From an optimization exercise on the open Yosys and OpenROAD flow, aimed at small area; shortcuts taken in it are not production practice.
Only simulation tests tie the RTL to the original design; equivalence was not proved.

## try-yarrow
==> flow/design.v (excerpt) <==
module ambient_light_brightness_tracker (
    input  logic                  aclk,
    input  logic                  aresetn,
    input  logic                  cfg_wr_en,
    input  logic [alb_pkg::CFG_IDX_W-1:0]  cfg_index,
    input  logic [alb_pkg::CFG_W-1:0]      cfg_wdata,
    input  logic                  s_valid,
    output logic                  s_ready,
    input  logic [alb_pkg::SAMPLE_W-1:0]   s_light_sample,
    output logic                  m_valid,
    input  logic                  m_ready,
    output logic signed [alb_pkg::LEVEL_W-1:0] m_level,
    output logic                  m_level_written,
    output logic signed [alb_pkg::LEVEL_W-1:0] m_target_level
);
    logic                        auto_enable;
    logic [alb_pkg::CFG_W-1:0]   manual_level, min_level, max_level;
    logic                        v1, r1, r2, upd;
    logic [alb_pkg::SUM_W-1:0]   sum_m10;
    logic [alb_pkg::CFG_W-1:0]   target, level_reg, level_next;
    logic                        moved;
    always_ff @(posedge aclk) begin
        if (!aresetn) begin
            auto_enable  <= 1'b1;
            manual_level <= 4'd8;
            min_level    <= 4'd0;
            max_level    <= 4'd15;
        end else if (cfg_wr_en) begin
            case (cfg_index)
                2'd0: auto_enable  <= cfg_wdata[0];
                2'd1: manual_level <= cfg_wdata;
                2'd2: min_level    <= cfg_wdata;
                2'd3: max_level    <= cfg_wdata;
                default: ;
            endcase
        end
    end
    assign r1      = r2;
    assign s_ready = r1;
    assign upd     = s_valid && r1 && auto_enable;
    alb_window u_window (
        .aclk      (aclk),
        .aresetn   (aresetn),
        .upd       (upd),
        .in_sample (s_light_sample),
        .sum_m10   (sum_m10)
    );
    alb_scale u_scale (
        .aclk      (aclk),
        .aresetn   (aresetn),
        .in_valid  (v1),
        .in_ready  (r2),
        .sum_m10   (sum_m10),
        .out_valid (m_valid),
        .out_ready (m_ready),
        .min_level (min_level),
        .max_level (max_level),
        .target    (target)
    );
    alb_level u_level (
  ...
Settings: LEC_CHECK=0, ABC_AREA=1, CAP_MARGIN=20, CORE_MARGIN=2, CORE_UTILIZATION=40, CTS_BUF_LIST=sky130_fd_sc_hd__clkbuf_8, PLACE_DENSITY=0.6, SLEW_MARGIN=20; clock period 7.0 ns.
standard.sh (not shown) runs the stock make flow with config.mk's settings and CLKGATE_MAP_FILE= SYNTH_SCRIPT=/design/flow/synth_recipe.tcl, a recipe that flattens the netlist after the stock synthesis.
==> flow/flow/run.sh <==
#!/bin/bash
# Standard layout, with three changes: ABC maps for area only (flow/abc_area.script
# replaces ORFS's abc_area.script in a copy of the ORFS scripts), the port
# buffers are the smallest buffer, and clock tree synthesis adds no dummy loads.
# Every tool's output goes to a log here.
set -euo pipefail
rm -rf scr
cp -r "$FLOW_HOME/scripts" scr
cp flow/abc_area.script scr/abc_area.script
bash standard.sh SCRIPTS_DIR="$PWD/scr" BUFFER_PORTS_ARGS="-buffer_cell sky130_fd_sc_hd__buf_1" \
    CTS_ARGS="-sink_clustering_enable -repair_clock_nets -buf_list sky130_fd_sc_hd__clkbuf_8 -dont_use_dummy_load" \
    > make_finish.log 2>&1
==> flow/flow/abc_area.script <==
strash
dch
map -a -B 0.9
strash
dch
map -a -B 0.9
topo
try-yarrow finished all stages; the layout is clean.
> inputs changed (try-yarrow -> try-juniper)
# try-yarrow
export LEC_CHECK = 0
export ABC_AREA = 1
export CAP_MARGIN = 20
export CORE_MARGIN = 2
export CORE_UTILIZATION = 40
export CTS_BUF_LIST = sky130_fd_sc_hd__clkbuf_8
export PLACE_DENSITY = 0.6
export SLEW_MARGIN = 20
create_clock -name core_clock -period 7.0 [get_ports {aclk}]
# try-juniper
export LEC_CHECK = 0
export ABC_AREA = 1
export CAP_MARGIN = 20
export CORE_MARGIN = 2
export CORE_UTILIZATION = 35
export CTS_BUF_LIST = sky130_fd_sc_hd__clkbuf_8
export PLACE_DENSITY = 0.6
export SLEW_MARGIN = 20
create_clock -name core_clock -period 7.0 [get_ports {aclk}]
--- a/flow/flow/abc_area.script
+++ b/flow/flow/abc_area.script
@@ -3,0 +4 @@
+mfs2
Results
- Summary of try-juniper over try-yarrow: total track usage -1.9 points, part of the cycle the worst path needs went down.
- Between try-yarrow and try-juniper, the difference in sequential share of layout area is negligible.
--- input diff try-juniper..try-xenon ---
# try-juniper
export LEC_CHECK = 0
export ABC_AREA = 1
export CAP_MARGIN = 20
export CORE_MARGIN = 2
export CORE_UTILIZATION = 35
export CTS_BUF_LIST = sky130_fd_sc_hd__clkbuf_8
export PLACE_DENSITY = 0.6
export SLEW_MARGIN = 20
create_clock -name core_clock -period 7.0 [get_ports {aclk}]
# try-xenon
export LEC_CHECK = 0
export ABC_AREA = 1
export CAP_MARGIN = 20
export CORE_MARGIN = 2
export CORE_UTILIZATION = 45
export CTS_BUF_LIST = sky130_fd_sc_hd__clkbuf_8
export PLACE_DENSITY = 0.6
export SLEW_MARGIN = 20
create_clock -name core_clock -period 7.0 [get_ports {aclk}]
## What came out
- Largest net degree at the start of global routing (try-xenon / try-juniper): 1.11
- Summed area of non-filler cells in the final layout: try-xenon vs try-juniper down about 1.1%
- Compared with try-juniper, in try-xenon die area went down; layout-stage area growth over the synthesis result went down.
- Maximum single-stage delay on the critical path, try-xenon and try-juniper: larger value in try-juniper

---

The RTL this note starts from:
==> flow/design.v <==
package alb_pkg;
    localparam int SAMPLE_W   = 10;     
    localparam int LEVEL_W    = 5;      
    localparam int CFG_W      = 4;      
    localparam int CFG_IDX_W  = 2;
    localparam int WINDOW_LEN = 10;
    localparam int SUM_W      = 14;     
endpackage
module alb_window (
    input  logic                          aclk,
    input  logic                          aresetn,
    input  logic                          upd,       
    input  logic [alb_pkg::SAMPLE_W-1:0]  in_sample,
    output logic [alb_pkg::SUM_W-1:0]     sum_m10
);
    localparam int N = alb_pkg::WINDOW_LEN;
    localparam int W = alb_pkg::SUM_W;
    logic [alb_pkg::SAMPLE_W-1:0] ent [N];    
    logic [3:0]                   cnt;        
    logic                         first;
    logic [W-1:0]                 op_b, op_c, csa_s, csa_c, sum_next;
    assign first = (cnt == 4'd0);
    assign op_b = first ? {3'b000, in_sample, 1'b0} : {4'b0000, in_sample};
    assign op_c = first ? {1'b0, in_sample, 3'b000} : ~{4'b0000, ent[N-1]};
    always_comb begin
        logic c;
        csa_s    = sum_m10 ^ op_b ^ op_c;
        csa_c    = {(sum_m10[W-2:0] & op_b[W-2:0]) | (sum_m10[W-2:0] & op_c[W-2:0]) | (op_b[W-2:0] & op_c[W-2:0]), !first};
        c        = 1'b0;
        for (int i = 0; i < W; i++) begin
            sum_next[i] = csa_s[i] ^ csa_c[i] ^ c;
            c           = (csa_s[i] & csa_c[i]) | (csa_s[i] & c) | (csa_c[i] & c);
        end
    end
    always_ff @(posedge aclk) begin
        if (upd) begin
            ent[0] <= in_sample;
            for (int i = 1; i < N - 1; i++) begin
                ent[i] <= ent[i-1];
            end
        end
        if (upd && (first || cnt == 4'(N))) begin
            ent[N-1] <= first ? in_sample : ent[N-2];
        end
    end
    always_ff @(posedge aclk) begin
        if (!aresetn) begin
            cnt     <= '0;
            sum_m10 <= 14'h3ff6;    
        end else if (upd) begin
            if (cnt != 4'(N)) begin
                cnt <= cnt + 4'd1;
            end
            sum_m10 <= sum_next;
        end
    end
endmodule
module alb_scale (
    input  logic                       aclk,
    input  logic                       aresetn,
    input  logic                       in_valid,
    output logic                       in_ready,
    input  logic [alb_pkg::SUM_W-1:0]  sum_m10,
    output logic                       out_valid,
    input  logic                       out_ready,
    input  logic [alb_pkg::CFG_W-1:0]  min_level,
    input  logic [alb_pkg::CFG_W-1:0]  max_level,
    output logic [alb_pkg::CFG_W-1:0]  target
);
    function automatic [4:0] div10_step(input [4:0] v);
        case (v)
            5'd10:   div10_step = {1'b1, 4'd0};
            5'd11:   div10_step = {1'b1, 4'd1};
            5'd12:   div10_step = {1'b1, 4'd2};
            5'd13:   div10_step = {1'b1, 4'd3};
            5'd14:   div10_step = {1'b1, 4'd4};
            5'd15:   div10_step = {1'b1, 4'd5};
            5'd16:   div10_step = {1'b1, 4'd6};
            5'd17:   div10_step = {1'b1, 4'd7};
            5'd18:   div10_step = {1'b1, 4'd8};
            5'd19:   div10_step = {1'b1, 4'd9};
            default: div10_step = {1'b0, v[3:0]};
        endcase
    endfunction
    function automatic [13:0] add14(input [13:0] a, input [13:0] b, input cin);
        logic c;
        c = cin;
        for (int i = 0; i < 14; i++) begin
            add14[i] = a[i] ^ b[i] ^ c;
            c        = (a[i] & b[i]) | (a[i] & c) | (b[i] & c);
        end
    endfunction
    logic        va_reg, vp_reg, ra, rp;
    logic [9:0]  a, a_reg;
    logic        zero_reg;
    logic [3:0]  d;
    logic        crossed;
    logic [13:0] p;
    logic [3:0]  p_hi_reg, p_lo_reg;
    logic        p_ones_reg;
    logic [3:0]  quot;
    assign rp       = !vp_reg || out_ready;
    assign ra       = !va_reg || rp;
    assign in_ready = ra;
    always_comb begin
        logic [3:0] r;
        logic [4:0] o;
        r = sum_m10[13:10];
        for (int i = 9; i >= 0; i--) begin
            o    = div10_step({r, sum_m10[i]});
            a[i] = o[4];
            r    = o[3:0];
        end
    end
    always_comb begin
        logic b;
        b = 1'b0;
        for (int i = 0; i < 4; i++) begin
            d[i] = max_level[i] ^ min_level[i] ^ b;
            b    = (!max_level[i] & min_level[i]) | (!(max_level[i] ^ min_level[i]) & b);
        end
        crossed = b;
    end
    always_comb begin
        logic [13:0] acc;
        acc = d[0] ? 14'(a_reg) << 1 : 14'(a_reg);
        acc = add14(acc, d[1] ? 14'(a_reg) << 1 : 14'd0, 1'b0);
        acc = add14(acc, d[2] ? 14'(a_reg) << 2 : 14'd0, 1'b0);
        acc = add14(acc, d[3] ? 14'(a_reg) << 3 : 14'd0, 1'b0);
        p   = acc;
    end
    always_comb begin
        logic cc;
        cc = 1'b1;
        for (int i = 0; i < 4; i++) begin
            cc = (p_lo_reg[i] & p_hi_reg[i]) | (p_lo_reg[i] & cc) | (p_hi_reg[i] & cc);
        end
        cc = cc & p_ones_reg;
        for (int i = 0; i < 4; i++) begin
            quot[i] = p_hi_reg[i] ^ cc;
            cc      = cc & p_hi_reg[i];
        end
    end
    always_comb begin
        if (crossed) begin
            target = min_level - 4'd1;
        end else begin
            target = max_level - quot;
        end
    end
    always_ff @(posedge aclk) begin
        if (!aresetn) begin
            va_reg <= 1'b0;
            vp_reg <= 1'b0;
        end else begin
            if (ra) begin
                va_reg <= in_valid;
            end
            if (rp) begin
                vp_reg <= va_reg;
            end
        end
    end
    always_ff @(posedge aclk) begin
        if (in_valid && ra) begin
            a_reg    <= a;
            zero_reg <= sum_m10[13] & sum_m10[12];
        end
        if (va_reg && rp) begin
            p_hi_reg   <= zero_reg ? 4'd0 : p[13:10];
            p_lo_reg   <= p[3:0];
            p_ones_reg <= !zero_reg && (&p[9:4]);
        end
    end
    assign out_valid = vp_reg;
endmodule
module alb_level (
    input  logic [alb_pkg::CFG_W-1:0]  target,
    input  logic [alb_pkg::CFG_W-1:0]  level,
    output logic [alb_pkg::CFG_W-1:0]  level_next,
    output logic                       moved
);
    always_comb begin
        level_next = level;
        moved      = 1'b1;
        if (target > level) begin
            level_next = level + 4'd1;
        end else if (target < level) begin
            level_next = level - 4'd1;
        end else begin
            moved      = 1'b0;
        end
    end
endmodule
module ambient_light_brightness_tracker (
    input  logic                  aclk,
    input  logic                  aresetn,
    input  logic                  cfg_wr_en,
    input  logic [alb_pkg::CFG_IDX_W-1:0]  cfg_index,
    input  logic [alb_pkg::CFG_W-1:0]      cfg_wdata,
    input  logic                  s_valid,
    output logic                  s_ready,
    input  logic [alb_pkg::SAMPLE_W-1:0]   s_light_sample,
    output logic                  m_valid,
    input  logic                  m_ready,
    output logic signed [alb_pkg::LEVEL_W-1:0] m_level,
    output logic                  m_level_written,
    output logic signed [alb_pkg::LEVEL_W-1:0] m_target_level
);
    logic                        auto_enable;
    logic [alb_pkg::CFG_W-1:0]   manual_level, min_level, max_level;
    logic                        v1, r1, r2, upd;
    logic [alb_pkg::SUM_W-1:0]   sum_m10;
    logic [alb_pkg::CFG_W-1:0]   target, level_reg, level_next;
    logic                        moved;
    always_ff @(posedge aclk) begin
        if (!aresetn) begin
            auto_enable  <= 1'b1;
            manual_level <= 4'd8;
            min_level    <= 4'd0;
            max_level    <= 4'd15;
        end else if (cfg_wr_en) begin
            case (cfg_index)
                2'd0: auto_enable  <= cfg_wdata[0];
                2'd1: manual_level <= cfg_wdata;
                2'd2: min_level    <= cfg_wdata;
                2'd3: max_level    <= cfg_wdata;
                default: ;
            endcase
        end
    end
    assign r1      = !v1 || r2;
    assign s_ready = r1;
    assign upd     = s_valid && r1 && auto_enable;
    alb_window u_window (
        .aclk      (aclk),
        .aresetn   (aresetn),
        .upd       (upd),
        .in_sample (s_light_sample),
        .sum_m10   (sum_m10)
    );
    alb_scale u_scale (
        .aclk      (aclk),
        .aresetn   (aresetn),
        .in_valid  (v1),
        .in_ready  (r2),
        .sum_m10   (sum_m10),
        .out_valid (m_valid),
        .out_ready (m_ready),
        .min_level (min_level),
        .max_level (max_level),
        .target    (target)
    );
    alb_level u_level (
        .target     (target),
        .level      (level_reg),
        .level_next (level_next),
        .moved      (moved)
    );
    always_ff @(posedge aclk) begin
        if (!aresetn) begin
            v1        <= 1'b0;
            level_reg <= '0;
        end else begin
            if (r1) begin
                v1 <= s_valid;
            end
            if (m_valid && m_ready && auto_enable) begin
                level_reg <= level_next;
            end
        end
    end
    assign m_level         = auto_enable ? {1'b0, level_next} : {1'b0, manual_level};
    assign m_level_written = auto_enable ? moved : 1'b1;
    assign m_target_level  = auto_enable ? {1'b0, target} : 5'd0;
endmodule
==> flow/config.mk <==
export PLATFORM = sky130hd
export DESIGN_NAME = ambient_light_brightness_tracker
export DESIGN_NICKNAME = ambient_light_brightness_tracker
export VERILOG_FILES = /design/flow/design.v
export SDC_FILE = /design/flow/constraint.sdc
export NUM_CORES = 4
export LEC_CHECK = 0
export ABC_AREA = 1
export CAP_MARGIN = 0
export CORE_MARGIN = 2
export CORE_UTILIZATION = 40
export CTS_BUF_LIST = sky130_fd_sc_hd__clkbuf_8
export PLACE_DENSITY = 0.6
export SLEW_MARGIN = 0
==> flow/constraint.sdc <==
create_clock -name core_clock -period 7.0 [get_ports {aclk}]
set_input_delay 1.4000 -clock core_clock [delete_from_list [all_inputs] [get_ports {aclk}]]
set_output_delay 1.4000 -clock core_clock [all_outputs]
set_load 0.01 [all_outputs]
run.sh (not shown) runs the stock make flow with config.mk's settings and CLKGATE_MAP_FILE= SYNTH_SCRIPT=/design/flow/synth_recipe.tcl, a recipe that flattens the netlist after the stock synthesis.
Stock flow here: none of the scripts above is used.
The starting point produced a clean layout.
Rerun with:
CAP_MARGIN = 20   (was 0)
CORE_UTILIZATION = 65   (was 40)
PLACE_DENSITY = 0.8   (was 0.6)
SLEW_MARGIN = 20   (was 0)
Critical path depth does not change.
Wire length rose by about 2.6%.
Cell area fell by about 1.4%.
Register-to-register slack gets worse by 0.03 ns.
Die area fell by about 38%.
Worst setup slack gets worse by 0.026 ns.
Rerun with:
CORE_UTILIZATION = 40   (was 65)
PLACE_DENSITY = 0.6   (was 0.8)
What happened:
- via count decreases by a few percent
- final area increases slightly
- wire length decreases by a few percent
- critical path depth is unchanged
- die area increases by well over a third
Rerun with:
CTS_BUF_LIST = sky130_fd_sc_hd__clkbuf_16   (was sky130_fd_sc_hd__clkbuf_8)
CTS_CLUSTER_DIAMETER = 150   (was not set)
CTS_CLUSTER_SIZE = 60   (was not set)
=> Hold slack is about the same. Cell count is unchanged. Fmax barely changes. Die area does not change. Cell area is higher slightly. Worst setup slack stays flat. Flip-flop and latch count stays the same. Sequential share of layout area is lower by 0.82 points.
Rerun with:
CTS_BUF_LIST = sky130_fd_sc_hd__clkbuf_8   (was sky130_fd_sc_hd__clkbuf_16)
CTS_CLUSTER_DIAMETER = 100   (was 150)
CTS_CLUSTER_SIZE = 40   (was 60)
After rerunning:
- The new run completed without violations
- wire length is lower by 0.69%
- global-route usage hardly moves
- critical path depth stays the same
- synthesized cell count stays the same
- die area stays the same
- count of clock-buffer cells in the layout stays the same
- cell count is unchanged

## port drivers added, routing unchanged
No port has a modelled driver above. Below, the same layouts with a new extraction and two added sets of constraints. Step 1 (the two cells are an assumption about what drives the block):
set clk [get_ports {aclk}]
set_driving_cell -lib_cell sky130_fd_sc_hd__clkbuf_16 $clk
set_driving_cell -lib_cell sky130_fd_sc_hd__buf_2 [delete_from_list [all_inputs] $clk]
Step 2 moves the port delays by t, midway between the first and last clock arrival at a register: inputs arrive t later, outputs are due t later. That takes back most of the time a late clock gives input paths. Slacks: ideal / step 1 / step 2; pairs: ideal / step 1.
run	t, ns	slack for setup (ns)	worst register clock-pin slew, ns
try-yarrow	0.478	0.169 / 0.169 / -0.184	0.10 / 0.10
try-juniper	0.472	0.241 / 0.241 / -0.176	0.09 / 0.09
try-xenon	0.460	0.093 / 0.093 / -0.157	0.08 / 0.08
the first run of note 2	0.494	0.250 / 0.250 / -0.220	0.10 / 0.10
the second run of note 2	0.476	0.224 / 0.224 / -0.221	0.09 / 0.09
the third run of note 2	0.492	0.250 / 0.250 / -0.222	0.10 / 0.10
the fourth run of note 2	0.462	0.252 / 0.252 / -0.164	0.07 / 0.07
the fifth run of note 2	0.492	0.250 / 0.250 / -0.222	0.10 / 0.10
With both steps, setup timing fails in every run listed, where it was met with ideal ports.
